This design comes from an exercise in tuning for small area, a short achievable clock period and few clock cycles per item on the open sky130 flow, not from production work.
Function was checked by simulation only, so behaviour that the tests miss may differ from the original.
Power figures rest on the tool's default switching activity, not on a simulated workload.

==> design/flow/design.v <==
`default_nettype none
package axf_pkg;
        localparam int COORD_W   = 16;                   
        localparam int DATA_W    = 32;
        localparam int ADDR_W    = 6;
        localparam int CTRL_BITS = 3;
        localparam logic [5:0] ADDR_CONTROL = 6'h00;
        localparam logic [5:0] ADDR_STATUS  = 6'h04;
        localparam logic [5:0] ADDR_A       = 6'h08;
        localparam logic [5:0] ADDR_B       = 6'h0C;
        localparam logic [5:0] ADDR_D       = 6'h10;
        localparam logic [5:0] ADDR_E       = 6'h14;
        localparam logic [5:0] ADDR_TX      = 6'h18;
        localparam logic [5:0] ADDR_TY      = 6'h1C;
        localparam logic [5:0] ADDR_XIN     = 6'h20;
        localparam logic [5:0] ADDR_YIN     = 6'h24;
        localparam logic [5:0] ADDR_XOUT    = 6'h28;
        localparam logic [5:0] ADDR_YOUT    = 6'h2C;
endpackage
`default_nettype wire
`default_nettype none
module axf_regfile (
        input  logic        clk,
        input  logic        rst_n,
        input  logic [5:0]  address_i,
        input  logic [31:0] data_in_i,
        input  logic [1:0]  data_write_n_i,
        output logic [15:0] a_o, b_o, d_o, e_o, tx_o, ty_o, x_o, y_o,
        output logic [7:0]  set_o,           
        output logic [7:0]  wr_sel_o,        
        output logic [15:0] wr_val_o,        
        output logic [2:0]  ctrl_o,
        output logic        start_o
);
        logic        write_en;
        logic [15:0] wr_val;
        logic [7:0]  wr_sel;
        logic [15:0] a_q, b_q, d_q, e_q, tx_q, ty_q, x_q, y_q;
        logic [7:0]  set_q;
        logic [2:0]  ctrl_q;
        assign write_en = (data_write_n_i != 2'b11);
        assign wr_val   = data_in_i[15:0];
        always_comb begin
                wr_sel = '0;
                if (write_en) begin
                        case (address_i)
                                axf_pkg::ADDR_A:   wr_sel[0] = 1'b1;
                                axf_pkg::ADDR_B:   wr_sel[1] = 1'b1;
                                axf_pkg::ADDR_D:   wr_sel[2] = 1'b1;
                                axf_pkg::ADDR_E:   wr_sel[3] = 1'b1;
                                axf_pkg::ADDR_TX:  wr_sel[4] = 1'b1;
                                axf_pkg::ADDR_TY:  wr_sel[5] = 1'b1;
                                axf_pkg::ADDR_XIN: wr_sel[6] = 1'b1;
                                axf_pkg::ADDR_YIN: wr_sel[7] = 1'b1;
                                default: ;
                        endcase
                end
        end
        always_ff @(posedge clk) begin
                if (wr_sel[0]) a_q  <= wr_val;
                if (wr_sel[1]) b_q  <= wr_val;
                if (wr_sel[2]) d_q  <= wr_val;
                if (wr_sel[3]) e_q  <= wr_val;
                if (wr_sel[4]) tx_q <= wr_val;
                if (wr_sel[5]) ty_q <= wr_val;
                if (wr_sel[6]) x_q  <= wr_val;
                if (wr_sel[7]) y_q  <= wr_val;
        end
        always_ff @(posedge clk or negedge rst_n) begin
                if (!rst_n) begin
                        set_q  <= '0;
                        ctrl_q <= '0;
                end else begin
                        set_q <= set_q | wr_sel;
                        if (write_en && address_i == axf_pkg::ADDR_CONTROL)
                                ctrl_q <= data_in_i[2:0];
                end
        end
        assign start_o = write_en && (address_i == axf_pkg::ADDR_CONTROL) && data_in_i[0];
        assign a_o = a_q;  assign b_o = b_q;  assign d_o = d_q;  assign e_o = e_q;
        assign tx_o = tx_q; assign ty_o = ty_q; assign x_o = x_q; assign y_o = y_q;
        assign set_o    = set_q;
        assign wr_sel_o = wr_sel;
        assign wr_val_o = wr_val;
        assign ctrl_o   = ctrl_q;
endmodule
`default_nettype wire
`default_nettype none
module axf_engine (
        input  logic        clk,
        input  logic        rst_n,
        input  logic        start_i,
        input  logic [7:0]  wr_sel_i,        
        input  logic [15:0] wr_val_i,
        input  logic [15:0] a_i, b_i, d_i, e_i, tx_i, ty_i, x_i, y_i,
        input  logic [7:0]  set_i,           
        output logic        busy_o,
        output logic [15:0] res_x_o,
        output logic [15:0] res_y_o
);
        logic        op_sx_q, op_sy_q, op_x_q, op_y_q;
        logic        op_sx_d, op_sy_d, op_x_d, op_y_d;
        logic [15:0] opc_q, opv_q;               
        logic        k_tx_q, k_ty_q;             
        logic        sx_stale_q, sy_stale_q;     
        logic        sx_stale_d, sy_stale_d;
        logic [15:0] sx_q, sy_q;
        logic        busy_q, need_x_q;           
        logic        busy_d, need_x_d;
        logic [15:0] res_x_q, res_y_q;
        logic        wr_by, wr_dx, run;
        logic [7:0]  set_d;
        logic [15:0] c_reg, v_reg, opc_d, opv_d, op_k, mac_p;
        logic        c_new, v_new;
        assign wr_by = wr_sel_i[1] | wr_sel_i[7] | wr_sel_i[4];
        assign wr_dx = wr_sel_i[2] | wr_sel_i[6] | wr_sel_i[5];
        assign sx_stale_d = wr_by || (sx_stale_q && !op_sx_q);
        assign sy_stale_d = wr_dx || (sy_stale_q && !op_sy_q);
        assign busy_d     = busy_q ? !op_y_q : start_i;
        assign need_x_d   = busy_q ? (need_x_q && !op_x_q) : start_i;
        assign set_d      = set_i | wr_sel_i;
        assign run     = busy_d && !sx_stale_d && !sy_stale_d;
        assign op_sx_d = sx_stale_d;
        assign op_sy_d = !sx_stale_d && sy_stale_d;
        assign op_x_d  = run && need_x_d;
        assign op_y_d  = run && !need_x_d;
        assign c_reg = ({16{op_sx_d && set_d[1]}} & b_i) | ({16{op_sy_d && set_d[2]}} & d_i)
                     | ({16{op_x_d  && set_d[0]}} & a_i) | ({16{op_y_d  && set_d[3]}} & e_i);
        assign c_new = (op_sx_d && wr_sel_i[1]) || (op_sy_d && wr_sel_i[2])
                     || (op_x_d && wr_sel_i[0]) || (op_y_d && wr_sel_i[3]);
        assign opc_d = c_new ? wr_val_i : c_reg;
        assign v_reg = ({16{(op_sx_d || op_y_d) && set_d[7]}} & y_i)
                     | ({16{(op_sy_d || op_x_d) && set_d[6]}} & x_i);
        assign v_new = ((op_sx_d || op_y_d) && wr_sel_i[7]) || ((op_sy_d || op_x_d) && wr_sel_i[6]);
        assign opv_d = v_new ? wr_val_i : v_reg;
        always_ff @(posedge clk) begin
                opc_q <= opc_d;
                opv_q <= opv_d;
        end
        always_ff @(posedge clk or negedge rst_n) begin
                if (!rst_n) begin
                        op_sx_q    <= 1'b0;
                        op_sy_q    <= 1'b0;
                        op_x_q     <= 1'b0;
                        op_y_q     <= 1'b0;
                        k_tx_q     <= 1'b0;
                        k_ty_q     <= 1'b0;
                        sx_stale_q <= 1'b1;
                        sy_stale_q <= 1'b1;
                        busy_q     <= 1'b0;
                        need_x_q   <= 1'b0;
                end else begin
                        op_sx_q    <= op_sx_d;
                        op_sy_q    <= op_sy_d;
                        op_x_q     <= op_x_d;
                        op_y_q     <= op_y_d;
                        k_tx_q     <= op_sx_d && set_d[4];
                        k_ty_q     <= op_sy_d && set_d[5];
                        sx_stale_q <= sx_stale_d;
                        sy_stale_q <= sy_stale_d;
                        busy_q     <= busy_d;
                        need_x_q   <= need_x_d;
                end
        end
        assign op_k = ({16{k_tx_q}} & tx_i) | ({16{k_ty_q}} & ty_i)
                    | ({16{op_x_q}} & sx_q) | ({16{op_y_q}} & sy_q);
        axf_mac mac_inst (
                .c      (opc_q),
                .v      (opv_q),
                .k1     (op_k),
                .p      (mac_p)
        );
        always_ff @(posedge clk) begin
                if (op_sx_q) sx_q <= mac_p;
                if (op_sy_q) sy_q <= mac_p;
                if (op_x_q)  res_x_q <= mac_p;
                if (op_y_q)  res_y_q <= mac_p;
        end
        assign busy_o  = busy_q;
        assign res_x_o = res_x_q;
        assign res_y_o = res_y_q;
endmodule
`default_nettype wire
`default_nettype none
module axf_mac (
        input  wire [15:0] c,
        input  wire [15:0] v,
        input  wire [15:0] k1,
        output wire [15:0] p
);
wire t_1 = (c[0] & v[12]) ^ (c[1] & v[11]);
wire t_2 = (c[0] & v[12]) & (c[1] & v[11]);
wire t_3 = (c[0] & v[13]) ^ (c[1] & v[12]) ^ (c[2] & v[11]);
wire t_4 = ((c[0] & v[13]) & (c[1] & v[12])) | ((c[0] & v[13]) & (c[2] & v[11])) | ((c[1] & v[12]) & (c[2] & v[11]));
wire t_5 = (c[3] & v[10]) ^ (c[4] & v[9]);
wire t_6 = (c[3] & v[10]) & (c[4] & v[9]);
wire t_7 = (c[0] & v[14]) ^ (c[1] & v[13]) ^ (c[2] & v[12]);
wire t_8 = ((c[0] & v[14]) & (c[1] & v[13])) | ((c[0] & v[14]) & (c[2] & v[12])) | ((c[1] & v[13]) & (c[2] & v[12]));
wire t_9 = (c[3] & v[11]) ^ (c[4] & v[10]) ^ (c[5] & v[9]);
wire t_10 = ((c[3] & v[11]) & (c[4] & v[10])) | ((c[3] & v[11]) & (c[5] & v[9])) | ((c[4] & v[10]) & (c[5] & v[9]));
wire t_11 = (c[6] & v[8]) ^ (c[7] & v[7]);
wire t_12 = (c[6] & v[8]) & (c[7] & v[7]);
wire t_13 = ~(c[0] & v[15]) ^ (c[1] & v[14]) ^ (c[2] & v[13]);
wire t_14 = (~(c[0] & v[15]) & (c[1] & v[14])) | (~(c[0] & v[15]) & (c[2] & v[13])) | ((c[1] & v[14]) & (c[2] & v[13]));
wire t_15 = (c[3] & v[12]) ^ (c[4] & v[11]) ^ (c[5] & v[10]);
wire t_16 = ((c[3] & v[12]) & (c[4] & v[11])) | ((c[3] & v[12]) & (c[5] & v[10])) | ((c[4] & v[11]) & (c[5] & v[10]));
wire t_17 = (c[6] & v[9]) ^ (c[7] & v[8]) ^ (c[8] & v[7]);
wire t_18 = ((c[6] & v[9]) & (c[7] & v[8])) | ((c[6] & v[9]) & (c[8] & v[7])) | ((c[7] & v[8]) & (c[8] & v[7]));
wire t_19 = (c[9] & v[6]) ^ (c[10] & v[5]);
wire t_20 = (c[9] & v[6]) & (c[10] & v[5]);
wire t_21 = 1'b1 ^ ~(c[1] & v[15]) ^ (c[2] & v[14]);
wire t_22 = (1'b1 & ~(c[1] & v[15])) | (1'b1 & (c[2] & v[14])) | (~(c[1] & v[15]) & (c[2] & v[14]));
wire t_23 = (c[3] & v[13]) ^ (c[4] & v[12]) ^ (c[5] & v[11]);
wire t_24 = ((c[3] & v[13]) & (c[4] & v[12])) | ((c[3] & v[13]) & (c[5] & v[11])) | ((c[4] & v[12]) & (c[5] & v[11]));
wire t_25 = (c[6] & v[10]) ^ (c[7] & v[9]) ^ (c[8] & v[8]);
wire t_26 = ((c[6] & v[10]) & (c[7] & v[9])) | ((c[6] & v[10]) & (c[8] & v[8])) | ((c[7] & v[9]) & (c[8] & v[8]));
wire t_27 = (c[9] & v[7]) ^ (c[10] & v[6]) ^ (c[11] & v[5]);
wire t_28 = ((c[9] & v[7]) & (c[10] & v[6])) | ((c[9] & v[7]) & (c[11] & v[5])) | ((c[10] & v[6]) & (c[11] & v[5]));
wire t_29 = ~(c[2] & v[15]) ^ (c[3] & v[14]) ^ (c[4] & v[13]);
wire t_30 = (~(c[2] & v[15]) & (c[3] & v[14])) | (~(c[2] & v[15]) & (c[4] & v[13])) | ((c[3] & v[14]) & (c[4] & v[13]));
wire t_31 = (c[5] & v[12]) ^ (c[6] & v[11]) ^ (c[7] & v[10]);
wire t_32 = ((c[5] & v[12]) & (c[6] & v[11])) | ((c[5] & v[12]) & (c[7] & v[10])) | ((c[6] & v[11]) & (c[7] & v[10]));
wire t_33 = (c[8] & v[9]) ^ (c[9] & v[8]) ^ (c[10] & v[7]);
wire t_34 = ((c[8] & v[9]) & (c[9] & v[8])) | ((c[8] & v[9]) & (c[10] & v[7])) | ((c[9] & v[8]) & (c[10] & v[7]));
wire t_35 = ~(c[3] & v[15]) ^ (c[4] & v[14]) ^ (c[5] & v[13]);
wire t_36 = (~(c[3] & v[15]) & (c[4] & v[14])) | (~(c[3] & v[15]) & (c[5] & v[13])) | ((c[4] & v[14]) & (c[5] & v[13]));
wire t_37 = (c[6] & v[12]) ^ (c[7] & v[11]) ^ (c[8] & v[10]);
wire t_38 = ((c[6] & v[12]) & (c[7] & v[11])) | ((c[6] & v[12]) & (c[8] & v[10])) | ((c[7] & v[11]) & (c[8] & v[10]));
wire t_39 = ~(c[4] & v[15]) ^ (c[5] & v[14]) ^ (c[6] & v[13]);
wire t_40 = (~(c[4] & v[15]) & (c[5] & v[14])) | (~(c[4] & v[15]) & (c[6] & v[13])) | ((c[5] & v[14]) & (c[6] & v[13]));
wire t_41 = (c[0] & v[8]) ^ (c[1] & v[7]);
wire t_42 = (c[0] & v[8]) & (c[1] & v[7]);
wire t_43 = (c[0] & v[9]) ^ (c[1] & v[8]) ^ (c[2] & v[7]);
wire t_44 = ((c[0] & v[9]) & (c[1] & v[8])) | ((c[0] & v[9]) & (c[2] & v[7])) | ((c[1] & v[8]) & (c[2] & v[7]));
wire t_45 = (c[3] & v[6]) ^ (c[4] & v[5]);
wire t_46 = (c[3] & v[6]) & (c[4] & v[5]);
wire t_47 = (c[0] & v[10]) ^ (c[1] & v[9]) ^ (c[2] & v[8]);
wire t_48 = ((c[0] & v[10]) & (c[1] & v[9])) | ((c[0] & v[10]) & (c[2] & v[8])) | ((c[1] & v[9]) & (c[2] & v[8]));
wire t_49 = (c[3] & v[7]) ^ (c[4] & v[6]) ^ (c[5] & v[5]);
wire t_50 = ((c[3] & v[7]) & (c[4] & v[6])) | ((c[3] & v[7]) & (c[5] & v[5])) | ((c[4] & v[6]) & (c[5] & v[5]));
wire t_51 = (c[6] & v[4]) ^ (c[7] & v[3]);
wire t_52 = (c[6] & v[4]) & (c[7] & v[3]);
wire t_53 = (c[0] & v[11]) ^ (c[1] & v[10]) ^ (c[2] & v[9]);
wire t_54 = ((c[0] & v[11]) & (c[1] & v[10])) | ((c[0] & v[11]) & (c[2] & v[9])) | ((c[1] & v[10]) & (c[2] & v[9]));
wire t_55 = (c[3] & v[8]) ^ (c[4] & v[7]) ^ (c[5] & v[6]);
wire t_56 = ((c[3] & v[8]) & (c[4] & v[7])) | ((c[3] & v[8]) & (c[5] & v[6])) | ((c[4] & v[7]) & (c[5] & v[6]));
wire t_57 = (c[6] & v[5]) ^ (c[7] & v[4]) ^ (c[8] & v[3]);
wire t_58 = ((c[6] & v[5]) & (c[7] & v[4])) | ((c[6] & v[5]) & (c[8] & v[3])) | ((c[7] & v[4]) & (c[8] & v[3]));
wire t_59 = (c[9] & v[2]) ^ (c[10] & v[1]);
wire t_60 = (c[9] & v[2]) & (c[10] & v[1]);
wire t_61 = (c[2] & v[10]) ^ (c[3] & v[9]) ^ (c[4] & v[8]);
wire t_62 = ((c[2] & v[10]) & (c[3] & v[9])) | ((c[2] & v[10]) & (c[4] & v[8])) | ((c[3] & v[9]) & (c[4] & v[8]));
wire t_63 = (c[5] & v[7]) ^ (c[6] & v[6]) ^ (c[7] & v[5]);
wire t_64 = ((c[5] & v[7]) & (c[6] & v[6])) | ((c[5] & v[7]) & (c[7] & v[5])) | ((c[6] & v[6]) & (c[7] & v[5]));
wire t_65 = (c[8] & v[4]) ^ (c[9] & v[3]) ^ (c[10] & v[2]);
wire t_66 = ((c[8] & v[4]) & (c[9] & v[3])) | ((c[8] & v[4]) & (c[10] & v[2])) | ((c[9] & v[3]) & (c[10] & v[2]));
wire t_67 = (c[11] & v[1]) ^ (c[12] & v[0]) ^ t_1;
wire t_68 = ((c[11] & v[1]) & (c[12] & v[0])) | ((c[11] & v[1]) & t_1) | ((c[12] & v[0]) & t_1);
wire t_69 = (c[5] & v[8]) ^ (c[6] & v[7]) ^ (c[7] & v[6]);
wire t_70 = ((c[5] & v[8]) & (c[6] & v[7])) | ((c[5] & v[8]) & (c[7] & v[6])) | ((c[6] & v[7]) & (c[7] & v[6]));
wire t_71 = (c[8] & v[5]) ^ (c[9] & v[4]) ^ (c[10] & v[3]);
wire t_72 = ((c[8] & v[5]) & (c[9] & v[4])) | ((c[8] & v[5]) & (c[10] & v[3])) | ((c[9] & v[4]) & (c[10] & v[3]));
wire t_73 = (c[11] & v[2]) ^ (c[12] & v[1]) ^ (c[13] & v[0]);
wire t_74 = ((c[11] & v[2]) & (c[12] & v[1])) | ((c[11] & v[2]) & (c[13] & v[0])) | ((c[12] & v[1]) & (c[13] & v[0]));
wire t_75 = t_2 ^ t_5 ^ t_3;
wire t_76 = (t_2 & t_5) | (t_2 & t_3) | (t_5 & t_3);
wire t_77 = (c[8] & v[6]) ^ (c[9] & v[5]) ^ (c[10] & v[4]);
wire t_78 = ((c[8] & v[6]) & (c[9] & v[5])) | ((c[8] & v[6]) & (c[10] & v[4])) | ((c[9] & v[5]) & (c[10] & v[4]));
wire t_79 = (c[11] & v[3]) ^ (c[12] & v[2]) ^ (c[13] & v[1]);
wire t_80 = ((c[11] & v[3]) & (c[12] & v[2])) | ((c[11] & v[3]) & (c[13] & v[1])) | ((c[12] & v[2]) & (c[13] & v[1]));
wire t_81 = (c[14] & v[0]) ^ t_6 ^ t_11;
wire t_82 = ((c[14] & v[0]) & t_6) | ((c[14] & v[0]) & t_11) | (t_6 & t_11);
wire t_83 = t_4 ^ t_7 ^ t_9;
wire t_84 = (t_4 & t_7) | (t_4 & t_9) | (t_7 & t_9);
wire t_85 = (c[11] & v[4]) ^ (c[12] & v[3]) ^ (c[13] & v[2]);
wire t_86 = ((c[11] & v[4]) & (c[12] & v[3])) | ((c[11] & v[4]) & (c[13] & v[2])) | ((c[12] & v[3]) & (c[13] & v[2]));
wire t_87 = (c[14] & v[1]) ^ ~(c[15] & v[0]) ^ t_12;
wire t_88 = ((c[14] & v[1]) & ~(c[15] & v[0])) | ((c[14] & v[1]) & t_12) | (~(c[15] & v[0]) & t_12);
wire t_89 = t_19 ^ t_8 ^ t_10;
wire t_90 = (t_19 & t_8) | (t_19 & t_10) | (t_8 & t_10);
wire t_91 = t_13 ^ t_15 ^ t_17;
wire t_92 = (t_13 & t_15) | (t_13 & t_17) | (t_15 & t_17);
wire t_93 = (c[12] & v[4]) ^ (c[13] & v[3]) ^ (c[14] & v[2]);
wire t_94 = ((c[12] & v[4]) & (c[13] & v[3])) | ((c[12] & v[4]) & (c[14] & v[2])) | ((c[13] & v[3]) & (c[14] & v[2]));
wire t_95 = ~(c[15] & v[1]) ^ t_20 ^ t_14;
wire t_96 = (~(c[15] & v[1]) & t_20) | (~(c[15] & v[1]) & t_14) | (t_20 & t_14);
wire t_97 = t_16 ^ t_18 ^ t_21;
wire t_98 = (t_16 & t_18) | (t_16 & t_21) | (t_18 & t_21);
wire t_99 = t_23 ^ t_25 ^ t_27;
wire t_100 = (t_23 & t_25) | (t_23 & t_27) | (t_25 & t_27);
wire t_101 = (c[11] & v[6]) ^ (c[12] & v[5]) ^ (c[13] & v[4]);
wire t_102 = ((c[11] & v[6]) & (c[12] & v[5])) | ((c[11] & v[6]) & (c[13] & v[4])) | ((c[12] & v[5]) & (c[13] & v[4]));
wire t_103 = (c[14] & v[3]) ^ ~(c[15] & v[2]) ^ t_22;
wire t_104 = ((c[14] & v[3]) & ~(c[15] & v[2])) | ((c[14] & v[3]) & t_22) | (~(c[15] & v[2]) & t_22);
wire t_105 = t_24 ^ t_26 ^ t_28;
wire t_106 = (t_24 & t_26) | (t_24 & t_28) | (t_26 & t_28);
wire t_107 = t_29 ^ t_31 ^ t_33;
wire t_108 = (t_29 & t_31) | (t_29 & t_33) | (t_31 & t_33);
wire t_109 = (c[9] & v[9]) ^ (c[10] & v[8]) ^ (c[11] & v[7]);
wire t_110 = ((c[9] & v[9]) & (c[10] & v[8])) | ((c[9] & v[9]) & (c[11] & v[7])) | ((c[10] & v[8]) & (c[11] & v[7]));
wire t_111 = (c[12] & v[6]) ^ (c[13] & v[5]) ^ (c[14] & v[4]);
wire t_112 = ((c[12] & v[6]) & (c[13] & v[5])) | ((c[12] & v[6]) & (c[14] & v[4])) | ((c[13] & v[5]) & (c[14] & v[4]));
wire t_113 = ~(c[15] & v[3]) ^ t_30 ^ t_32;
wire t_114 = (~(c[15] & v[3]) & t_30) | (~(c[15] & v[3]) & t_32) | (t_30 & t_32);
wire t_115 = t_34 ^ t_35 ^ t_37;
wire t_116 = (t_34 & t_35) | (t_34 & t_37) | (t_35 & t_37);
wire t_117 = (c[7] & v[12]) ^ (c[8] & v[11]) ^ (c[9] & v[10]);
wire t_118 = ((c[7] & v[12]) & (c[8] & v[11])) | ((c[7] & v[12]) & (c[9] & v[10])) | ((c[8] & v[11]) & (c[9] & v[10]));
wire t_119 = (c[10] & v[9]) ^ (c[11] & v[8]) ^ (c[12] & v[7]);
wire t_120 = ((c[10] & v[9]) & (c[11] & v[8])) | ((c[10] & v[9]) & (c[12] & v[7])) | ((c[11] & v[8]) & (c[12] & v[7]));
wire t_121 = (c[13] & v[6]) ^ (c[14] & v[5]) ^ ~(c[15] & v[4]);
wire t_122 = ((c[13] & v[6]) & (c[14] & v[5])) | ((c[13] & v[6]) & ~(c[15] & v[4])) | ((c[14] & v[5]) & ~(c[15] & v[4]));
wire t_123 = t_36 ^ t_38 ^ t_39;
wire t_124 = (t_36 & t_38) | (t_36 & t_39) | (t_38 & t_39);
wire t_125 = ~(c[5] & v[15]) ^ (c[6] & v[14]) ^ (c[7] & v[13]);
wire t_126 = (~(c[5] & v[15]) & (c[6] & v[14])) | (~(c[5] & v[15]) & (c[7] & v[13])) | ((c[6] & v[14]) & (c[7] & v[13]));
wire t_127 = (c[8] & v[12]) ^ (c[9] & v[11]) ^ (c[10] & v[10]);
wire t_128 = ((c[8] & v[12]) & (c[9] & v[11])) | ((c[8] & v[12]) & (c[10] & v[10])) | ((c[9] & v[11]) & (c[10] & v[10]));
wire t_129 = (c[11] & v[9]) ^ (c[12] & v[8]) ^ (c[13] & v[7]);
wire t_130 = ((c[11] & v[9]) & (c[12] & v[8])) | ((c[11] & v[9]) & (c[13] & v[7])) | ((c[12] & v[8]) & (c[13] & v[7]));
wire t_131 = (c[14] & v[6]) ^ ~(c[15] & v[5]) ^ t_40;
wire t_132 = ((c[14] & v[6]) & ~(c[15] & v[5])) | ((c[14] & v[6]) & t_40) | (~(c[15] & v[5]) & t_40);
wire t_133 = ~(c[6] & v[15]) ^ (c[7] & v[14]) ^ (c[8] & v[13]);
wire t_134 = (~(c[6] & v[15]) & (c[7] & v[14])) | (~(c[6] & v[15]) & (c[8] & v[13])) | ((c[7] & v[14]) & (c[8] & v[13]));
wire t_135 = (c[9] & v[12]) ^ (c[10] & v[11]) ^ (c[11] & v[10]);
wire t_136 = ((c[9] & v[12]) & (c[10] & v[11])) | ((c[9] & v[12]) & (c[11] & v[10])) | ((c[10] & v[11]) & (c[11] & v[10]));
wire t_137 = (c[12] & v[9]) ^ (c[13] & v[8]) ^ (c[14] & v[7]);
wire t_138 = ((c[12] & v[9]) & (c[13] & v[8])) | ((c[12] & v[9]) & (c[14] & v[7])) | ((c[13] & v[8]) & (c[14] & v[7]));
wire t_139 = ~(c[7] & v[15]) ^ (c[8] & v[14]) ^ (c[9] & v[13]);
wire t_140 = (~(c[7] & v[15]) & (c[8] & v[14])) | (~(c[7] & v[15]) & (c[9] & v[13])) | ((c[8] & v[14]) & (c[9] & v[13]));
wire t_141 = (c[10] & v[12]) ^ (c[11] & v[11]) ^ (c[12] & v[10]);
wire t_142 = ((c[10] & v[12]) & (c[11] & v[11])) | ((c[10] & v[12]) & (c[12] & v[10])) | ((c[11] & v[11]) & (c[12] & v[10]));
wire t_143 = ~(c[8] & v[15]) ^ (c[9] & v[14]) ^ (c[10] & v[13]);
wire t_144 = (~(c[8] & v[15]) & (c[9] & v[14])) | (~(c[8] & v[15]) & (c[10] & v[13])) | ((c[9] & v[14]) & (c[10] & v[13]));
wire t_145 = (c[0] & v[6]) ^ (c[1] & v[5]);
wire t_146 = (c[0] & v[6]) & (c[1] & v[5]);
wire t_147 = (c[0] & v[7]) ^ (c[1] & v[6]) ^ (c[2] & v[5]);
wire t_148 = ((c[0] & v[7]) & (c[1] & v[6])) | ((c[0] & v[7]) & (c[2] & v[5])) | ((c[1] & v[6]) & (c[2] & v[5]));
wire t_149 = (c[3] & v[4]) ^ (c[4] & v[3]);
wire t_150 = (c[3] & v[4]) & (c[4] & v[3]);
wire t_151 = (c[2] & v[6]) ^ (c[3] & v[5]) ^ (c[4] & v[4]);
wire t_152 = ((c[2] & v[6]) & (c[3] & v[5])) | ((c[2] & v[6]) & (c[4] & v[4])) | ((c[3] & v[5]) & (c[4] & v[4]));
wire t_153 = (c[5] & v[3]) ^ (c[6] & v[2]) ^ (c[7] & v[1]);
wire t_154 = ((c[5] & v[3]) & (c[6] & v[2])) | ((c[5] & v[3]) & (c[7] & v[1])) | ((c[6] & v[2]) & (c[7] & v[1]));
wire t_155 = (c[8] & v[0]) ^ t_41;
wire t_156 = (c[8] & v[0]) & t_41;
wire t_157 = (c[5] & v[4]) ^ (c[6] & v[3]) ^ (c[7] & v[2]);
wire t_158 = ((c[5] & v[4]) & (c[6] & v[3])) | ((c[5] & v[4]) & (c[7] & v[2])) | ((c[6] & v[3]) & (c[7] & v[2]));
wire t_159 = (c[8] & v[1]) ^ (c[9] & v[0]) ^ t_42;
wire t_160 = ((c[8] & v[1]) & (c[9] & v[0])) | ((c[8] & v[1]) & t_42) | ((c[9] & v[0]) & t_42);
wire t_161 = t_45 ^ t_43 ^ k1[1];
wire t_162 = (t_45 & t_43) | (t_45 & k1[1]) | (t_43 & k1[1]);
wire t_163 = (c[8] & v[2]) ^ (c[9] & v[1]) ^ (c[10] & v[0]);
wire t_164 = ((c[8] & v[2]) & (c[9] & v[1])) | ((c[8] & v[2]) & (c[10] & v[0])) | ((c[9] & v[1]) & (c[10] & v[0]));
wire t_165 = t_46 ^ t_51 ^ t_44;
wire t_166 = (t_46 & t_51) | (t_46 & t_44) | (t_51 & t_44);
wire t_167 = t_47 ^ t_49 ^ k1[2];
wire t_168 = (t_47 & t_49) | (t_47 & k1[2]) | (t_49 & k1[2]);
wire t_169 = (c[11] & v[0]) ^ t_52 ^ t_59;
wire t_170 = ((c[11] & v[0]) & t_52) | ((c[11] & v[0]) & t_59) | (t_52 & t_59);
wire t_171 = t_48 ^ t_50 ^ t_53;
wire t_172 = (t_48 & t_50) | (t_48 & t_53) | (t_50 & t_53);
wire t_173 = t_55 ^ t_57 ^ k1[3];
wire t_174 = (t_55 & t_57) | (t_55 & k1[3]) | (t_57 & k1[3]);
wire t_175 = t_60 ^ t_54 ^ t_56;
wire t_176 = (t_60 & t_54) | (t_60 & t_56) | (t_54 & t_56);
wire t_177 = t_58 ^ t_61 ^ t_63;
wire t_178 = (t_58 & t_61) | (t_58 & t_63) | (t_61 & t_63);
wire t_179 = t_65 ^ t_67 ^ k1[4];
wire t_180 = (t_65 & t_67) | (t_65 & k1[4]) | (t_67 & k1[4]);
wire t_181 = t_62 ^ t_64 ^ t_66;
wire t_182 = (t_62 & t_64) | (t_62 & t_66) | (t_64 & t_66);
wire t_183 = t_69 ^ t_71 ^ t_73;
wire t_184 = (t_69 & t_71) | (t_69 & t_73) | (t_71 & t_73);
wire t_185 = t_68 ^ k1[5] ^ t_75;
wire t_186 = (t_68 & k1[5]) | (t_68 & t_75) | (k1[5] & t_75);
wire t_187 = t_70 ^ t_72 ^ t_74;
wire t_188 = (t_70 & t_72) | (t_70 & t_74) | (t_72 & t_74);
wire t_189 = t_77 ^ t_79 ^ t_81;
wire t_190 = (t_77 & t_79) | (t_77 & t_81) | (t_79 & t_81);
wire t_191 = t_76 ^ k1[6] ^ t_83;
wire t_192 = (t_76 & k1[6]) | (t_76 & t_83) | (k1[6] & t_83);
wire t_193 = t_78 ^ t_80 ^ t_85;
wire t_194 = (t_78 & t_80) | (t_78 & t_85) | (t_80 & t_85);
wire t_195 = t_87 ^ t_82 ^ t_89;
wire t_196 = (t_87 & t_82) | (t_87 & t_89) | (t_82 & t_89);
wire t_197 = t_84 ^ k1[7] ^ t_91;
wire t_198 = (t_84 & k1[7]) | (t_84 & t_91) | (k1[7] & t_91);
wire t_199 = t_86 ^ t_93 ^ t_88;
wire t_200 = (t_86 & t_93) | (t_86 & t_88) | (t_93 & t_88);
wire t_201 = t_90 ^ t_95 ^ t_92;
wire t_202 = (t_90 & t_95) | (t_90 & t_92) | (t_95 & t_92);
wire t_203 = k1[8] ^ t_97 ^ t_99;
wire t_204 = (k1[8] & t_97) | (k1[8] & t_99) | (t_97 & t_99);
wire t_205 = t_94 ^ t_101 ^ t_96;
wire t_206 = (t_94 & t_101) | (t_94 & t_96) | (t_101 & t_96);
wire t_207 = t_103 ^ t_105 ^ t_98;
wire t_208 = (t_103 & t_105) | (t_103 & t_98) | (t_105 & t_98);
wire t_209 = t_100 ^ k1[9] ^ t_107;
wire t_210 = (t_100 & k1[9]) | (t_100 & t_107) | (k1[9] & t_107);
wire t_211 = t_102 ^ t_109 ^ t_111;
wire t_212 = (t_102 & t_109) | (t_102 & t_111) | (t_109 & t_111);
wire t_213 = t_104 ^ t_106 ^ t_113;
wire t_214 = (t_104 & t_106) | (t_104 & t_113) | (t_106 & t_113);
wire t_215 = t_108 ^ k1[10] ^ t_115;
wire t_216 = (t_108 & k1[10]) | (t_108 & t_115) | (k1[10] & t_115);
wire t_217 = t_110 ^ t_112 ^ t_117;
wire t_218 = (t_110 & t_112) | (t_110 & t_117) | (t_112 & t_117);
wire t_219 = t_119 ^ t_121 ^ t_114;
wire t_220 = (t_119 & t_121) | (t_119 & t_114) | (t_121 & t_114);
wire t_221 = t_116 ^ k1[11] ^ t_123;
wire t_222 = (t_116 & k1[11]) | (t_116 & t_123) | (k1[11] & t_123);
wire t_223 = t_118 ^ t_120 ^ t_122;
wire t_224 = (t_118 & t_120) | (t_118 & t_122) | (t_120 & t_122);
wire t_225 = t_125 ^ t_127 ^ t_129;
wire t_226 = (t_125 & t_127) | (t_125 & t_129) | (t_127 & t_129);
wire t_227 = t_131 ^ t_124 ^ k1[12];
wire t_228 = (t_131 & t_124) | (t_131 & k1[12]) | (t_124 & k1[12]);
wire t_229 = ~(c[15] & v[6]) ^ t_126 ^ t_128;
wire t_230 = (~(c[15] & v[6]) & t_126) | (~(c[15] & v[6]) & t_128) | (t_126 & t_128);
wire t_231 = t_130 ^ t_133 ^ t_135;
wire t_232 = (t_130 & t_133) | (t_130 & t_135) | (t_133 & t_135);
wire t_233 = t_137 ^ t_132 ^ k1[13];
wire t_234 = (t_137 & t_132) | (t_137 & k1[13]) | (t_132 & k1[13]);
wire t_235 = (c[13] & v[9]) ^ (c[14] & v[8]) ^ ~(c[15] & v[7]);
wire t_236 = ((c[13] & v[9]) & (c[14] & v[8])) | ((c[13] & v[9]) & ~(c[15] & v[7])) | ((c[14] & v[8]) & ~(c[15] & v[7]));
wire t_237 = t_134 ^ t_136 ^ t_138;
wire t_238 = (t_134 & t_136) | (t_134 & t_138) | (t_136 & t_138);
wire t_239 = t_139 ^ t_141 ^ k1[14];
wire t_240 = (t_139 & t_141) | (t_139 & k1[14]) | (t_141 & k1[14]);
wire t_241 = (c[11] & v[12]) ^ (c[12] & v[11]) ^ (c[13] & v[10]);
wire t_242 = ((c[11] & v[12]) & (c[12] & v[11])) | ((c[11] & v[12]) & (c[13] & v[10])) | ((c[12] & v[11]) & (c[13] & v[10]));
wire t_243 = (c[14] & v[9]) ^ ~(c[15] & v[8]) ^ t_140;
wire t_244 = ((c[14] & v[9]) & ~(c[15] & v[8])) | ((c[14] & v[9]) & t_140) | (~(c[15] & v[8]) & t_140);
wire t_245 = t_142 ^ t_143 ^ k1[15];
wire t_246 = (t_142 & t_143) | (t_142 & k1[15]) | (t_143 & k1[15]);
wire t_247 = (c[0] & v[4]) ^ (c[1] & v[3]);
wire t_248 = (c[0] & v[4]) & (c[1] & v[3]);
wire t_249 = (c[0] & v[5]) ^ (c[1] & v[4]) ^ (c[2] & v[3]);
wire t_250 = ((c[0] & v[5]) & (c[1] & v[4])) | ((c[0] & v[5]) & (c[2] & v[3])) | ((c[1] & v[4]) & (c[2] & v[3]));
wire t_251 = (c[3] & v[2]) ^ (c[4] & v[1]);
wire t_252 = (c[3] & v[2]) & (c[4] & v[1]);
wire t_253 = (c[2] & v[4]) ^ (c[3] & v[3]) ^ (c[4] & v[2]);
wire t_254 = ((c[2] & v[4]) & (c[3] & v[3])) | ((c[2] & v[4]) & (c[4] & v[2])) | ((c[3] & v[3]) & (c[4] & v[2]));
wire t_255 = (c[5] & v[1]) ^ (c[6] & v[0]) ^ t_145;
wire t_256 = ((c[5] & v[1]) & (c[6] & v[0])) | ((c[5] & v[1]) & t_145) | ((c[6] & v[0]) & t_145);
wire t_257 = (c[5] & v[2]) ^ (c[6] & v[1]) ^ (c[7] & v[0]);
wire t_258 = ((c[5] & v[2]) & (c[6] & v[1])) | ((c[5] & v[2]) & (c[7] & v[0])) | ((c[6] & v[1]) & (c[7] & v[0]));
wire t_259 = t_146 ^ t_149 ^ t_147;
wire t_260 = (t_146 & t_149) | (t_146 & t_147) | (t_149 & t_147);
wire t_261 = t_150 ^ t_148 ^ t_151;
wire t_262 = (t_150 & t_148) | (t_150 & t_151) | (t_148 & t_151);
wire t_263 = t_153 ^ t_155 ^ k1[0];
wire t_264 = (t_153 & t_155) | (t_153 & k1[0]) | (t_155 & k1[0]);
wire t_265 = t_152 ^ t_154 ^ t_157;
wire t_266 = (t_152 & t_154) | (t_152 & t_157) | (t_154 & t_157);
wire t_267 = t_156 ^ t_159 ^ t_161;
wire t_268 = (t_156 & t_159) | (t_156 & t_161) | (t_159 & t_161);
wire t_269 = t_158 ^ t_163 ^ t_160;
wire t_270 = (t_158 & t_163) | (t_158 & t_160) | (t_163 & t_160);
wire t_271 = t_165 ^ t_162 ^ t_167;
wire t_272 = (t_165 & t_162) | (t_165 & t_167) | (t_162 & t_167);
wire t_273 = t_164 ^ t_169 ^ t_166;
wire t_274 = (t_164 & t_169) | (t_164 & t_166) | (t_169 & t_166);
wire t_275 = t_171 ^ t_168 ^ t_173;
wire t_276 = (t_171 & t_168) | (t_171 & t_173) | (t_168 & t_173);
wire t_277 = t_170 ^ t_175 ^ t_172;
wire t_278 = (t_170 & t_175) | (t_170 & t_172) | (t_175 & t_172);
wire t_279 = t_177 ^ t_174 ^ t_179;
wire t_280 = (t_177 & t_174) | (t_177 & t_179) | (t_174 & t_179);
wire t_281 = t_176 ^ t_181 ^ t_178;
wire t_282 = (t_176 & t_181) | (t_176 & t_178) | (t_181 & t_178);
wire t_283 = t_183 ^ t_180 ^ t_185;
wire t_284 = (t_183 & t_180) | (t_183 & t_185) | (t_180 & t_185);
wire t_285 = t_182 ^ t_187 ^ t_184;
wire t_286 = (t_182 & t_187) | (t_182 & t_184) | (t_187 & t_184);
wire t_287 = t_189 ^ t_186 ^ t_191;
wire t_288 = (t_189 & t_186) | (t_189 & t_191) | (t_186 & t_191);
wire t_289 = t_188 ^ t_193 ^ t_190;
wire t_290 = (t_188 & t_193) | (t_188 & t_190) | (t_193 & t_190);
wire t_291 = t_195 ^ t_192 ^ t_197;
wire t_292 = (t_195 & t_192) | (t_195 & t_197) | (t_192 & t_197);
wire t_293 = t_194 ^ t_199 ^ t_196;
wire t_294 = (t_194 & t_199) | (t_194 & t_196) | (t_199 & t_196);
wire t_295 = t_198 ^ t_201 ^ t_203;
wire t_296 = (t_198 & t_201) | (t_198 & t_203) | (t_201 & t_203);
wire t_297 = t_200 ^ t_205 ^ t_202;
wire t_298 = (t_200 & t_205) | (t_200 & t_202) | (t_205 & t_202);
wire t_299 = t_204 ^ t_207 ^ t_209;
wire t_300 = (t_204 & t_207) | (t_204 & t_209) | (t_207 & t_209);
wire t_301 = t_211 ^ t_206 ^ t_208;
wire t_302 = (t_211 & t_206) | (t_211 & t_208) | (t_206 & t_208);
wire t_303 = t_213 ^ t_210 ^ t_215;
wire t_304 = (t_213 & t_210) | (t_213 & t_215) | (t_210 & t_215);
wire t_305 = t_212 ^ t_217 ^ t_219;
wire t_306 = (t_212 & t_217) | (t_212 & t_219) | (t_217 & t_219);
wire t_307 = t_214 ^ t_216 ^ t_221;
wire t_308 = (t_214 & t_216) | (t_214 & t_221) | (t_216 & t_221);
wire t_309 = t_223 ^ t_218 ^ t_225;
wire t_310 = (t_223 & t_218) | (t_223 & t_225) | (t_218 & t_225);
wire t_311 = t_220 ^ t_222 ^ t_227;
wire t_312 = (t_220 & t_222) | (t_220 & t_227) | (t_222 & t_227);
wire t_313 = t_224 ^ t_229 ^ t_226;
wire t_314 = (t_224 & t_229) | (t_224 & t_226) | (t_229 & t_226);
wire t_315 = t_231 ^ t_228 ^ t_233;
wire t_316 = (t_231 & t_228) | (t_231 & t_233) | (t_228 & t_233);
wire t_317 = t_235 ^ t_230 ^ t_237;
wire t_318 = (t_235 & t_230) | (t_235 & t_237) | (t_230 & t_237);
wire t_319 = t_232 ^ t_234 ^ t_239;
wire t_320 = (t_232 & t_234) | (t_232 & t_239) | (t_234 & t_239);
wire t_321 = t_236 ^ t_241 ^ t_238;
wire t_322 = (t_236 & t_241) | (t_236 & t_238) | (t_241 & t_238);
wire t_323 = t_243 ^ t_240 ^ t_245;
wire t_324 = (t_243 & t_240) | (t_243 & t_245) | (t_240 & t_245);
wire t_325 = (c[0] & v[3]) ^ (c[1] & v[2]);
wire t_326 = (c[0] & v[3]) & (c[1] & v[2]);
wire t_327 = (c[2] & v[2]) ^ (c[3] & v[1]) ^ (c[4] & v[0]);
wire t_328 = ((c[2] & v[2]) & (c[3] & v[1])) | ((c[2] & v[2]) & (c[4] & v[0])) | ((c[3] & v[1]) & (c[4] & v[0]));
wire t_329 = (c[5] & v[0]) ^ t_248 ^ t_251;
wire t_330 = ((c[5] & v[0]) & t_248) | ((c[5] & v[0]) & t_251) | (t_248 & t_251);
wire t_331 = t_252 ^ t_250 ^ t_253;
wire t_332 = (t_252 & t_250) | (t_252 & t_253) | (t_250 & t_253);
wire t_333 = t_254 ^ t_257 ^ t_256;
wire t_334 = (t_254 & t_257) | (t_254 & t_256) | (t_257 & t_256);
wire t_335 = t_258 ^ t_260 ^ t_261;
wire t_336 = (t_258 & t_260) | (t_258 & t_261) | (t_260 & t_261);
wire t_337 = t_262 ^ t_265 ^ t_264;
wire t_338 = (t_262 & t_265) | (t_262 & t_264) | (t_265 & t_264);
wire t_339 = t_266 ^ t_269 ^ t_268;
wire t_340 = (t_266 & t_269) | (t_266 & t_268) | (t_269 & t_268);
wire t_341 = t_270 ^ t_273 ^ t_272;
wire t_342 = (t_270 & t_273) | (t_270 & t_272) | (t_273 & t_272);
wire t_343 = t_274 ^ t_277 ^ t_276;
wire t_344 = (t_274 & t_277) | (t_274 & t_276) | (t_277 & t_276);
wire t_345 = t_278 ^ t_281 ^ t_280;
wire t_346 = (t_278 & t_281) | (t_278 & t_280) | (t_281 & t_280);
wire t_347 = t_282 ^ t_285 ^ t_284;
wire t_348 = (t_282 & t_285) | (t_282 & t_284) | (t_285 & t_284);
wire t_349 = t_286 ^ t_289 ^ t_288;
wire t_350 = (t_286 & t_289) | (t_286 & t_288) | (t_289 & t_288);
wire t_351 = t_290 ^ t_293 ^ t_292;
wire t_352 = (t_290 & t_293) | (t_290 & t_292) | (t_293 & t_292);
wire t_353 = t_294 ^ t_297 ^ t_296;
wire t_354 = (t_294 & t_297) | (t_294 & t_296) | (t_297 & t_296);
wire t_355 = t_298 ^ t_301 ^ t_300;
wire t_356 = (t_298 & t_301) | (t_298 & t_300) | (t_301 & t_300);
wire t_357 = t_302 ^ t_305 ^ t_304;
wire t_358 = (t_302 & t_305) | (t_302 & t_304) | (t_305 & t_304);
wire t_359 = t_309 ^ t_306 ^ t_308;
wire t_360 = (t_309 & t_306) | (t_309 & t_308) | (t_306 & t_308);
wire t_361 = t_310 ^ t_313 ^ t_312;
wire t_362 = (t_310 & t_313) | (t_310 & t_312) | (t_313 & t_312);
wire t_363 = t_314 ^ t_317 ^ t_316;
wire t_364 = (t_314 & t_317) | (t_314 & t_316) | (t_317 & t_316);
wire t_365 = t_321 ^ t_318 ^ t_320;
wire t_366 = (t_321 & t_318) | (t_321 & t_320) | (t_318 & t_320);
wire t_367 = (c[0] & v[2]) ^ (c[1] & v[1]);
wire t_368 = (c[0] & v[2]) & (c[1] & v[1]);
wire t_369 = (c[2] & v[1]) ^ (c[3] & v[0]) ^ t_325;
wire t_370 = ((c[2] & v[1]) & (c[3] & v[0])) | ((c[2] & v[1]) & t_325) | ((c[3] & v[0]) & t_325);
wire t_371 = t_326 ^ t_247 ^ t_327;
wire t_372 = (t_326 & t_247) | (t_326 & t_327) | (t_247 & t_327);
wire t_373 = t_328 ^ t_249 ^ t_329;
wire t_374 = (t_328 & t_249) | (t_328 & t_329) | (t_249 & t_329);
wire t_375 = t_330 ^ t_255 ^ t_331;
wire t_376 = (t_330 & t_255) | (t_330 & t_331) | (t_255 & t_331);
wire t_377 = t_332 ^ t_259 ^ t_333;
wire t_378 = (t_332 & t_259) | (t_332 & t_333) | (t_259 & t_333);
wire t_379 = t_334 ^ t_263 ^ t_335;
wire t_380 = (t_334 & t_263) | (t_334 & t_335) | (t_263 & t_335);
wire t_381 = t_336 ^ t_337 ^ t_267;
wire t_382 = (t_336 & t_337) | (t_336 & t_267) | (t_337 & t_267);
wire t_383 = t_338 ^ t_271 ^ t_339;
wire t_384 = (t_338 & t_271) | (t_338 & t_339) | (t_271 & t_339);
wire t_385 = t_275 ^ t_340 ^ t_341;
wire t_386 = (t_275 & t_340) | (t_275 & t_341) | (t_340 & t_341);
wire t_387 = t_279 ^ t_342 ^ t_343;
wire t_388 = (t_279 & t_342) | (t_279 & t_343) | (t_342 & t_343);
wire t_389 = t_283 ^ t_344 ^ t_345;
wire t_390 = (t_283 & t_344) | (t_283 & t_345) | (t_344 & t_345);
wire t_391 = t_287 ^ t_346 ^ t_347;
wire t_392 = (t_287 & t_346) | (t_287 & t_347) | (t_346 & t_347);
wire t_393 = t_291 ^ t_348 ^ t_349;
wire t_394 = (t_291 & t_348) | (t_291 & t_349) | (t_348 & t_349);
wire t_395 = t_295 ^ t_350 ^ t_351;
wire t_396 = (t_295 & t_350) | (t_295 & t_351) | (t_350 & t_351);
wire t_397 = t_299 ^ t_352 ^ t_353;
wire t_398 = (t_299 & t_352) | (t_299 & t_353) | (t_352 & t_353);
wire t_399 = t_303 ^ t_354 ^ t_355;
wire t_400 = (t_303 & t_354) | (t_303 & t_355) | (t_354 & t_355);
wire t_401 = t_307 ^ t_356 ^ t_357;
wire t_402 = (t_307 & t_356) | (t_307 & t_357) | (t_356 & t_357);
wire t_403 = t_311 ^ t_358 ^ t_359;
wire t_404 = (t_311 & t_358) | (t_311 & t_359) | (t_358 & t_359);
wire t_405 = t_315 ^ t_360 ^ t_361;
wire t_406 = (t_315 & t_360) | (t_315 & t_361) | (t_360 & t_361);
wire t_407 = t_319 ^ t_362 ^ t_363;
wire t_408 = (t_319 & t_362) | (t_319 & t_363) | (t_362 & t_363);
wire t_409 = t_323 ^ t_364 ^ t_365;
wire t_410 = (t_323 & t_364) | (t_323 & t_365) | (t_364 & t_365);
wire [23:0] r0 = {t_409, t_407, t_405, t_403, t_401, t_399, t_397, t_395, t_393, t_391, t_389, t_387, t_385, t_383, t_381, t_379, t_377, t_375, t_373, t_371, t_369, (c[2] & v[0]), (c[0] & v[1]), (c[0] & v[0])};
wire [23:0] r1 = {t_408, t_406, t_404, t_402, t_400, t_398, t_396, t_394, t_392, t_390, t_388, t_386, t_384, t_382, t_380, t_378, t_376, t_374, t_372, t_370, t_368, t_367, (c[1] & v[0]), 1'b0};
wire [23:0] s = r0 + r1;
assign p = s[23:8];
endmodule
`default_nettype wire
`default_nettype none
module axf_readback (
        input  logic        clk,
        input  logic        rst_n,
        input  logic [5:0]  address_i,
        input  logic [2:0]  ctrl_i,
        input  logic        start_i,
        input  logic        busy_i,
        input  logic [15:0] res_x_i,
        input  logic [15:0] res_y_i,
        output logic [31:0] data_out_o
);
        logic done_q;
        logic done;
        logic sel_x, sel_y;
        always_ff @(posedge clk or negedge rst_n) begin
                if (!rst_n)
                        done_q <= 1'b0;
                else if (start_i && !busy_i)
                        done_q <= 1'b0;
                else if (busy_i)
                        done_q <= 1'b1;
        end
        assign done = done_q && !busy_i;
        assign sel_x = (address_i == axf_pkg::ADDR_XOUT) && done;
        assign sel_y = (address_i == axf_pkg::ADDR_YOUT) && done;
        always_comb begin
                data_out_o = '0;
                if (address_i == axf_pkg::ADDR_CONTROL)
                        data_out_o[2:0] = ctrl_i;
                if (address_i == axf_pkg::ADDR_STATUS)
                        data_out_o[1:0] = {busy_i, done};
                data_out_o = data_out_o
                           | ({32{sel_x}} & {{16{res_x_i[15]}}, res_x_i})
                           | ({32{sel_y}} & {{16{res_y_i[15]}}, res_y_i});
        end
endmodule
`default_nettype wire
`default_nettype none
module axf_top (
        input  logic        clk,
        input  logic        rst_n,
        input  logic [5:0]  address_i,
        input  logic [31:0] data_in_i,
        input  logic [1:0]  data_write_n_i,
        output logic [31:0] data_out_o
);
        logic [15:0] a, b, d, e, tx, ty, x, y;
        logic [2:0]  ctrl;
        logic [7:0]  set;
        logic [7:0]  wr_sel;
        logic [15:0] wr_val;
        logic        start;
        logic        busy;
        logic [15:0] res_x, res_y;
        axf_regfile regfile_inst (
                .clk            (clk),
                .rst_n          (rst_n),
                .address_i      (address_i),
                .data_in_i      (data_in_i),
                .data_write_n_i (data_write_n_i),
                .a_o (a), .b_o (b), .d_o (d), .e_o (e),
                .tx_o (tx), .ty_o (ty), .x_o (x), .y_o (y),
                .set_o          (set),
                .ctrl_o         (ctrl),
                .wr_sel_o       (wr_sel),
                .wr_val_o       (wr_val),
                .start_o        (start)
        );
        axf_engine engine_inst (
                .clk            (clk),
                .rst_n          (rst_n),
                .start_i        (start),
                .wr_sel_i       (wr_sel),
                .wr_val_i       (wr_val),
                .a_i (a), .b_i (b), .d_i (d), .e_i (e),
                .tx_i (tx), .ty_i (ty), .x_i (x), .y_i (y),
                .set_i          (set),
                .busy_o         (busy),
                .res_x_o        (res_x),
                .res_y_o        (res_y)
        );
        axf_readback readback_inst (
                .clk            (clk),
                .rst_n          (rst_n),
                .address_i      (address_i),
                .ctrl_i         (ctrl),
                .start_i        (start),
                .busy_i         (busy),
                .res_x_i        (res_x),
                .res_y_i        (res_y),
                .data_out_o     (data_out_o)
        );
endmodule
`default_nettype wire
==> design/flow/run.sh <==
#!/bin/bash
# synth_recipe.tcl (not shown) runs the flow's synth.tcl, then flattens the netlist and writes it again
# the make line also repeats each setting of config.mk as NAME=value (left out here)
make -C /OpenROAD-flow-scripts/flow DESIGN_CONFIG=/design/flow/config.mk WORK_HOME=/design/flow/orfs CLKGATE_MAP_FILE= SYNTH_SCRIPT=/design/flow/synth_recipe.tcl finish
==> design/flow/config.mk <==
export PLATFORM = sky130hd
export DESIGN_NAME = axf_top
export DESIGN_NICKNAME = axf_top
export VERILOG_FILES = /design/flow/design.v
export SDC_FILE = /design/flow/constraint.sdc
export NUM_CORES = 4
export LEC_CHECK = 0
export CAP_MARGIN = 20
export CORE_MARGIN = 2
export CORE_UTILIZATION = 20
export CTS_BUF_LIST = sky130_fd_sc_hd__clkbuf_16
export CTS_CLUSTER_DIAMETER = 80
export CTS_CLUSTER_SIZE = 24
export SETUP_SLACK_MARGIN = 4.5
export SLEW_MARGIN = 20
==> design/flow/constraint.sdc <==
create_clock -name core_clock -period 10.0 [get_ports {clk}]
set_input_delay 2.0000 -clock core_clock [delete_from_list [all_inputs] [get_ports {clk}]]
set_output_delay 2.0000 -clock core_clock [all_outputs]
set_load 0.01 [all_outputs]
==> results.py, run 1 <==
metrics = {
    "logic_synthesis": {
        "async_flop_share": 0.0894,
        "synth_fp_nets": 1540,
        "syn_inst": 1280,
        "synth_edf_count": 192,
        "avgSynthCellArea_um2": 12.3,
        "synth_area_um2": 15700,
        "netlist-cell-type-count": 63,
        "ys_ff_latch": 246,
        "yosysSeqAreaShare": 0.442,
        "ys.flop_type": "edfxtp_1",
        "ys_warn_count": 3,
    },
    "worst_setup_path": {
        "max_stage_delay_ns": 0.56,
        "worstPathCellList": "buf_6, or4b_4, nor2_4, buf_4, a22o_4, dlygate4sd2_1",
        "reg2regPathDepth": 19,
        "cp-end-kind": "output pin",
        "arrival_ns": 3.45,
        "worst-path-buf-inv": 3,
        "critical_path_class": "input pin to output pin",
        "cp_slowest_cell": "or4b_4",
        "crit_fanout": 17,
        "cp_top_family": "simple AND/OR/NAND/NOR gates",
        "cp.required_ns": 8.00,
        "cp.depth": 6,
        "start_kind": "input pin",
    },
    "clock_network": {
        "cts_sinks": 246,
        "hold_buffers": 0,
        "cts_max_level": 1,
        "cts_buffers": 14,
        "clk_latency_ns": 0.51,
        "cts_buffer_depth": 3,
        "cts_tree": "built",
        "clockRootBuffer": "clkbuf_16",
        "path_clk_slew_ns": 0.10,
    },
    "timing": {
        "final_hold_viol_count": 0,
        "worst_pin_slew_ns": 0.996,
        "fin_crit_ns": 5.45,
        "rsz0062_at_grt": "yes",
        "skew_ns": 0.0330,
        "fmax_mhz": 183,
        "setup_violations": 0,
        "period_share": 0.545,
        "relSlewSlack": 0.334,
        "slew_viol_final": 0,
        "fin_setup_tns_ns": 0,
    },
    "hold_path": {
        "hold_depth": 1,
        "holdCritPathClass": "register to register",
    },
    "floorplan": {
        "die_area_um2": 80900,
        "num_io_pins": 74,
        "start_util": 0.203,
        "die_w_um": 284,
        "die_h_um": 284,
        "rows": 102,
        "design.core.area_um2": 77600,
    },
    "global_route": {
        "grt_max_degree": 34,
        "track_usage": 0.0944,
        "grt_pass1_wl_um": 60100,
        "overflow": 0,
        "antenna_found_initial": 1,
        "grt_pass1_vias": 10400,
    },
    "route": {
        "drc": 0,
        "ant_nets": 0,
        "routed_wl_um": 39000,
        "drtPass1Iterations": 5,
        "wl_per_cell_um": 16.3,
        "viasPerCell": 4.09,
        "vias": 9772,
        "drtIter0Drc": 634,
    },
    "power_and_ir_drop": {
        "p_total_mw": 6.73,
        "ir_worst_vdd_v": 0.000717,
        "power.leakage_nw": 7.25,
        "powerDensity_nw_per_um2": 363,
    },
    "layout": {
        "areaGrowthSynthToFinish_pct": 17.9,
        "final_cells": 2392,
        "drive_gt1_frac": 0.152,
        "antennaDiodeCount": 0,
        "final_nets": 1604,
        "fill_cells": 8245,
    },
    "placed_design": {
        "dp.cells": 2319,
        "dp_hpwl_um": 27000,
        "routabilityCongestion": 0.825,
        "io_buffers": 57,
    },
    "status": {
        "outcome": "no timing/DRC/antenna violations",
    },
    "run": {
        "max-cap-violations": 0,
    },
}
[layout make-up]
class                      count  area, µm²  share of cell area
inverter                     200        756              0.0407
timing repair buffer         116       1010              0.0544
clock buffer                  14        350              0.0189
clock inverter                10       65.1             0.00351
tap                         1040       1300              0.0702
sequential                   246       7040               0.380
multi-input combinational    766       8030               0.433
[cells in the mapped netlist (9+ instances only)]
| cell type | number | share of area |
|---|---|---|
| a21oi_1 | 28 | 0.0089 |
| a221o_1 | 18 | 0.011 |
| a221oi_1 | 9 | 0.0050 |
| a22o_1 | 36 | 0.020 |
| a22oi_1 | 36 | 0.017 |
| and2_1 | 137 | 0.054 |
| buf_4 | 16 | 0.0076 |
| clkbuf_1 | 47 | 0.011 |
| dfrtp_1 | 20 | 0.032 |
| dfxtp_1 | 32 | 0.041 |
| edfxtp_1 | 192 | 0.37 |
| fa_1 | 180 | 0.23 |
| ha_1 | 38 | 0.030 |
| inv_1 | 199 | 0.047 |
| mux2_4 | 10 | 0.0095 |
| nand2_1 | 119 | 0.028 |
| nor2_1 | 29 | 0.0069 |
| xnor2_1 | 23 | 0.013 |
[metal layers]
metal | global-route usage | part of all wire | up-vias
li1 | - | - | 4328
met1 | 0.125 | 0.43 | 5162
met2 | 0.162 | 0.50 | 233
met3 | 0.0136 | 0.047 | 49
met4 | 0.0218 | 0.020 | 0
met5 | 0 | 0 | -
[flip-flops by register name (all words and copies together), names as in the netlist, 3 cells and up]
signal	flops
regfile_inst.b_q	16
engine_inst.sy_q	16
regfile_inst.set_q	8
engine_inst.sx_q	16
regfile_inst.x_q	16
regfile_inst.y_q	16
engine_inst.opc_q	16
regfile_inst.a_q	16
regfile_inst.ctrl_q	3
engine_inst.res_y_q	16
regfile_inst.tx_q	16
engine_inst.opv_q	16
regfile_inst.e_q	16
regfile_inst.d_q	16
engine_inst.res_x_q	16
regfile_inst.ty_q	16
[logic make-up (layout without fill, tap and decap cells)]
family | count (synthesis) | in the layout | synth area share
AOI/OAI and AO/OA | 162 | 162 | 0.0809
xor gates and xnor gates | 31 | 31 | 0.0173
adders and majority gates | 218 | 218 | 0.259
buffers and inverters | 268 | 340 | 0.0696
DFF | 246 | 246 | 0.442
muxes | 19 | 19 | 0.0159
and+or+nand+nor | 336 | 336 | 0.115
[where the power goes]
part | leakage, nW | switching [mW] | internal, mW | total (mW)
registers | 2.29 | 0.271 | 1.82 | 2.09
clock network | 0.228 | 0.324 | 0.265 | 0.588
logic | 4.73 | 2.29 | 1.76 | 4.05
total | 7.25 | 2.89 | 3.84 | 6.73
[repair_timing]
item	4_1_cts	5_1_grt
pin swaps	13	25
endpoints found under the setup margin	84	48
resized for setup	147	53
setup buffers	18	30
gates cloned	1	0
[path summary, 6_finish.rpt]
| kind | startpoint | endpoint | slack (ns) |
|---|---|---|---|
| worst max-delay path | address_i[1] | data_out_o[23] | 4.55 |
| worst min-delay path | regfile_inst.set_q[0] | regfile_inst.set_q[0] | 0.47 |
| worst max register to register | engine_inst.opv_q[11] | engine_inst.res_y_q[15] | 4.59 |
| worst min register to register | regfile_inst.set_q[0] | regfile_inst.set_q[0] | 0.47 |
| max in group asynchronous | rst_n | engine_inst.k_ty_q | 7.30 |
| min in group asynchronous | rst_n | engine_inst.busy_q | 2.03 |
[cells in the final DEF (no fill, tap or decap), types with 5 or more instances in the layout]
cell type        count
nor2b_1              5
dfxtp_2              7
buf_2               10
a221oi_1             8
and2_1             134
clkdlybuf4s15_1      5
edfxtp_1           192
buf_6                7
inv_2                5
fa_1               178
xor2_1               7
nand2_1            119
buf_4               46
mux2_4              10
dfxtp_4             19
dfxtp_1              6
inv_1              201
a221o_1             18
a22o_1              35
xnor2_1             20
clkbuf_16           14
ha_4                 7
dfrtp_1             19
ha_1                29
a22oi_1             35
mux2_2               8
a21oi_1             25
clkdlybuf4s50_1     19
nor2_1              28
or2_2                6
dlygate4sd2_1       21
nand2b_1             6
[per-stage QoR]
step | hold slack [ns] | setup slack [ns] | util | instance area, µm²
6_report | 0.466 | 4.55 | 0.239 | 18500
5_1_grt | 0.476 | 4.44 | 0.239 | 18500
3_3_place_gp | 0.433 | 3.03 | 0.224 | 17300
4_1_cts | 0.455 | 4.51 | 0.233 | 18100
2_1_floorplan | 0.420 | 4.62 | - | 15700
3_5_place_dp | 0.433 | 2.90 | 0.224 | 17400
Testbench counts, summed over its fixed seeds: cycles 9,504, transforms 1,152.
==> run 2: changes to the inputs <==
--- a/design/flow/config.mk
+++ b/design/flow/config.mk
@@ -9,3 +9,3 @@
 export CORE_MARGIN = 2
-export CORE_UTILIZATION = 20
+export CORE_UTILIZATION = 45
 export CTS_BUF_LIST = sky130_fd_sc_hd__clkbuf_16
==> results.py, run 2 <==
metrics = {
    "placed_design": {
        "io_buffers": 57,
        "place_area_um2": 16700,
        "dp.cells": 1739,
        "routabilityCongestion": 0.811,
        "dp_hpwl_um": 25900,
    },
    "power_and_ir_drop": {
        "clock_power_share": 0.091,
        "p_sw_mw": 2.94,
        "p_comb_frac": 0.604,
        "powerDensity_nw_per_um2": 381,
        "power_frac_seq": 0.305,
        "power.leakage_nw": 7.22,
        "p_sw_frac": 0.434,
        "internal_power_mw": 3.83,
        "ir_worst_vdd_v": 0.000650,
    },
    "timing": {
        "relSlewSlack": 0.305,
        "final_hold_viol_count": 0,
        "period_share": 0.552,
        "fin_crit_ns": 5.52,
        "skew_ns": 0.0341,
        "setup_violations": 0,
        "fmax_mhz": 181,
        "fin_setup_tns_ns": 0,
        "worst_pin_slew_ns": 1.04,
        "slew_viol_final": 0,
        "rsz0062_at_grt": "yes",
    },
    "floorplan": {
        "rows": 68,
        "die_w_um": 191,
        "start_util": 0.456,
        "die_h_um": 191,
        "num_io_pins": 74,
        "die_area_um2": 36500,
        "design.core.area_um2": 34500,
    },
    "layout": {
        "finalInstanceArea_um2": 17800,
        "areaGrowthSynthToFinish_pct": 12.9,
        "layout_commonest_cell": "inv_1",
        "final_nets": 1609,
        "antennaDiodeCount": 0,
        "final_cells": 1812,
        "seqCellArea_um2": 7030,
        "multiInputGateArea_um2": 8040,
        "drive_gt1_frac": 0.167,
        "mostFrequentLayoutCells": "inv_1, edfxtp_1, fa_1",
        "fill_cells": 2955,
    },
    "worst_setup_path": {
        "rrSetupSlack_ns": 4.60,
        "crit_fanout": 5,
        "cp-end-kind": "output pin",
        "cp.required_ns": 8.00,
        "start_kind": "input pin",
        "arrival_ns": 3.52,
        "critical_path_class": "input pin to output pin",
    },
    "route": {
        "vias": 9818,
        "wl_per_cell_um": 21.2,
        "routed_wl_um": 38300,
        "drtPass1Iterations": 5,
        "ant_nets": 0,
        "drtIter0Drc": 602,
        "viasPerCell": 5.42,
        "drc": 0,
    },
    "global_route": {
        "grt_pass1_vias": 10100,
        "track_usage": 0.215,
        "antenna_found_initial": 2,
        "grt_max_degree": 34,
        "grt_pass1_wl_um": 59000,
        "overflow": 0,
    },
    "clock_network": {
        "path_clk_slew_ns": 0.07,
        "cts_buffers": 15,
        "hold_buffers": 0,
        "cts_buffer_depth": 3,
        "cts_max_level": 1,
        "cts_sinks": 246,
        "clockRootBuffer": "clkbuf_16",
        "cts_tree": "built",
        "clk_latency_ns": 0.49,
    },
    "logic_synthesis": {
        "synth_area_um2": 15700,
        "synth_commonest_cells": "inv_1, edfxtp_1, fa_1, and2_1, nand2_1",
        "synth_fp_nets": 1540,
        "async_flop_share": 0.0894,
        "synth_top_area_share": 0.367,
        "ys_ff_latch": 246,
        "syn_inst": 1280,
        "avgSynthCellArea_um2": 12.3,
        "synth_area_leaders": "edfxtp_1, fa_1, and2_1",
        "yosysSeqAreaShare": 0.442,
        "ys.flop_type": "edfxtp_1",
        "ys_warn_count": 3,
        "netlist-cell-type-count": 63,
        "yosysMostFrequentCell": "inv_1",
        "synth_edf_count": 192,
        "synth_top_cell_by_area": "edfxtp_1",
    },
    "hold_path": {
        "holdCritPathClass": "register to register",
    },
    "status": {
        "outcome": "no timing/DRC/antenna violations",
    },
    "run": {
        "max-cap-violations": 0,
    },
}
[run 2: cell types whose count changed in the layout (fill, tap and decap cells not counted), sizes merged]
cell and delta:
clkdlybuf4s50 -1, clkbuf +11, and3 +2, dlygate4sd2 -20
clkdlybuf4s15 -1, a22o +2, buf +12
[run 2: through the flow]
step	power (mW)	worst slack (ns)	util	hold WS, ns
5_1_grt	7.17	4.41	0.516	0.476
3_5_place_dp	5.16	3.03	0.483	0.433
6_report	6.77	4.48	0.516	0.458
4_1_cts	6.30	4.47	0.509	0.454
2_1_floorplan	4.07	4.62	-	0.420
3_3_place_gp	5.10	3.12	0.483	0.432
[run 2: metal layers]
| metal | GRT usage | vias to the layer above | wire, µm |
|---|---|---|---|
| met5 | 0 | - | 0 |
| met4 | 0.0420 | 0 | 575 |
| met3 | 0.0198 | 34 | 1710 |
| met2 | 0.370 | 243 | 19500 |
| met1 | 0.299 | 5177 | 16600 |
| li1 | - | 4364 | - |
[run 2: final timing paths]
check	from	endpoint	depth (start not counted)
worst max-delay path	address_i[2]	data_out_o[29]	7
worst min-delay path	regfile_inst.set_q[1]	regfile_inst.set_q[1]	1
worst max register to register	engine_inst.opv_q[11]	engine_inst.res_x_q[15]	19
worst min register to register	regfile_inst.set_q[1]	regfile_inst.set_q[1]	1
max in group asynchronous	rst_n	engine_inst.sx_stale_q	1
min in group asynchronous	rst_n	regfile_inst.set_q[7]	1
[run 2: logic make-up (layout without fill, tap and decap cells)]
kind of cell / after synthesis / in the layout / share of synthesized area
AND/OR/NAND/NOR: 336 / 338 / 0.115
buffers and inverters: 268 / 341 / 0.0696
flip-flops: 246 / 246 / 0.442
adder cells (fa/ha/maj): 218 / 218 / 0.259
AO/OA/AOI/OAI: 162 / 164 / 0.0809
XOR/XNOR: 31 / 31 / 0.0173
multiplexers: 19 / 19 / 0.0159
[run 2: timing repair]
item                                    in CTS  in global routing
cloned                                       6                  0
pin swaps                                   15                 25
gates resized for setup                    184                 58
endpoints found under the setup margin      82                 48
setup buffers                               22                 20
[run 2: area by class of cell]
class	instances	area share
inverters	200	0.0425
clock buffers	15	0.0211
repair buffers	116	0.0517
multi-input cells	770	0.453
well taps	455	0.0320
clock inverters	10	0.00451
flip-flops and latches	246	0.396
[run 2: power by group through the flow]
stage / combinational (mW) / sequential, mW / clock (mW)
after global placement: 3.00 / 2.10 / 0
after CTS: 3.59 / 2.08 / 0.630
after global routing: 4.41 / 2.09 / 0.667
after floorplan: 2.17 / 1.90 / 0
after detailed placement: 3.05 / 2.10 / 0
final: 4.09 / 2.07 / 0.617
[run 2: critical path, cell delays in order]
cell and delay, ns:
clkdlybuf4s15_2 0.23, or4b_4 0.52, nor2_4 0.11, buf_4 0.14
buf_6 0.12, a22o_4 0.15, clkdlybuf4s15_2 0.24

[what the ideal ports hide]
Ports are ideal in the flow. The routed layouts listed here were re-timed in OpenROAD. Step 1 (the two cells are an assumption about what drives the block):
set clk [get_ports {clk}]
set_driving_cell -lib_cell sky130_fd_sc_hd__clkbuf_16 $clk
set_driving_cell -lib_cell sky130_fd_sc_hd__buf_2 [delete_from_list [all_inputs] $clk]
Step 2, shift: input delay + t, output delay - t, t = (earliest + latest rising clock arrival at the registers) / 2. This alone moves slack from input paths to output paths. Slacks: ideal / step 1 / step 2; pairs: ideal / step 1.
| run | t (ns) | setup slack, ns | worst setup path at the end | slew at the worst register clock pin (ns) |
|---|---|---|---|---|
| run 1 | 0.546 | 4.548 / 4.517 / 4.517 | input to output | 0.10 / 0.10 |
| run 2 | 0.524 | 4.478 / 4.455 / 4.357 | input to register | 0.10 / 0.10 |
After both steps every run listed still meets setup and hold. For run 2, which loses most, drivers alone change the setup slack by -0.023 ns; drivers and shift together by -0.121 ns.
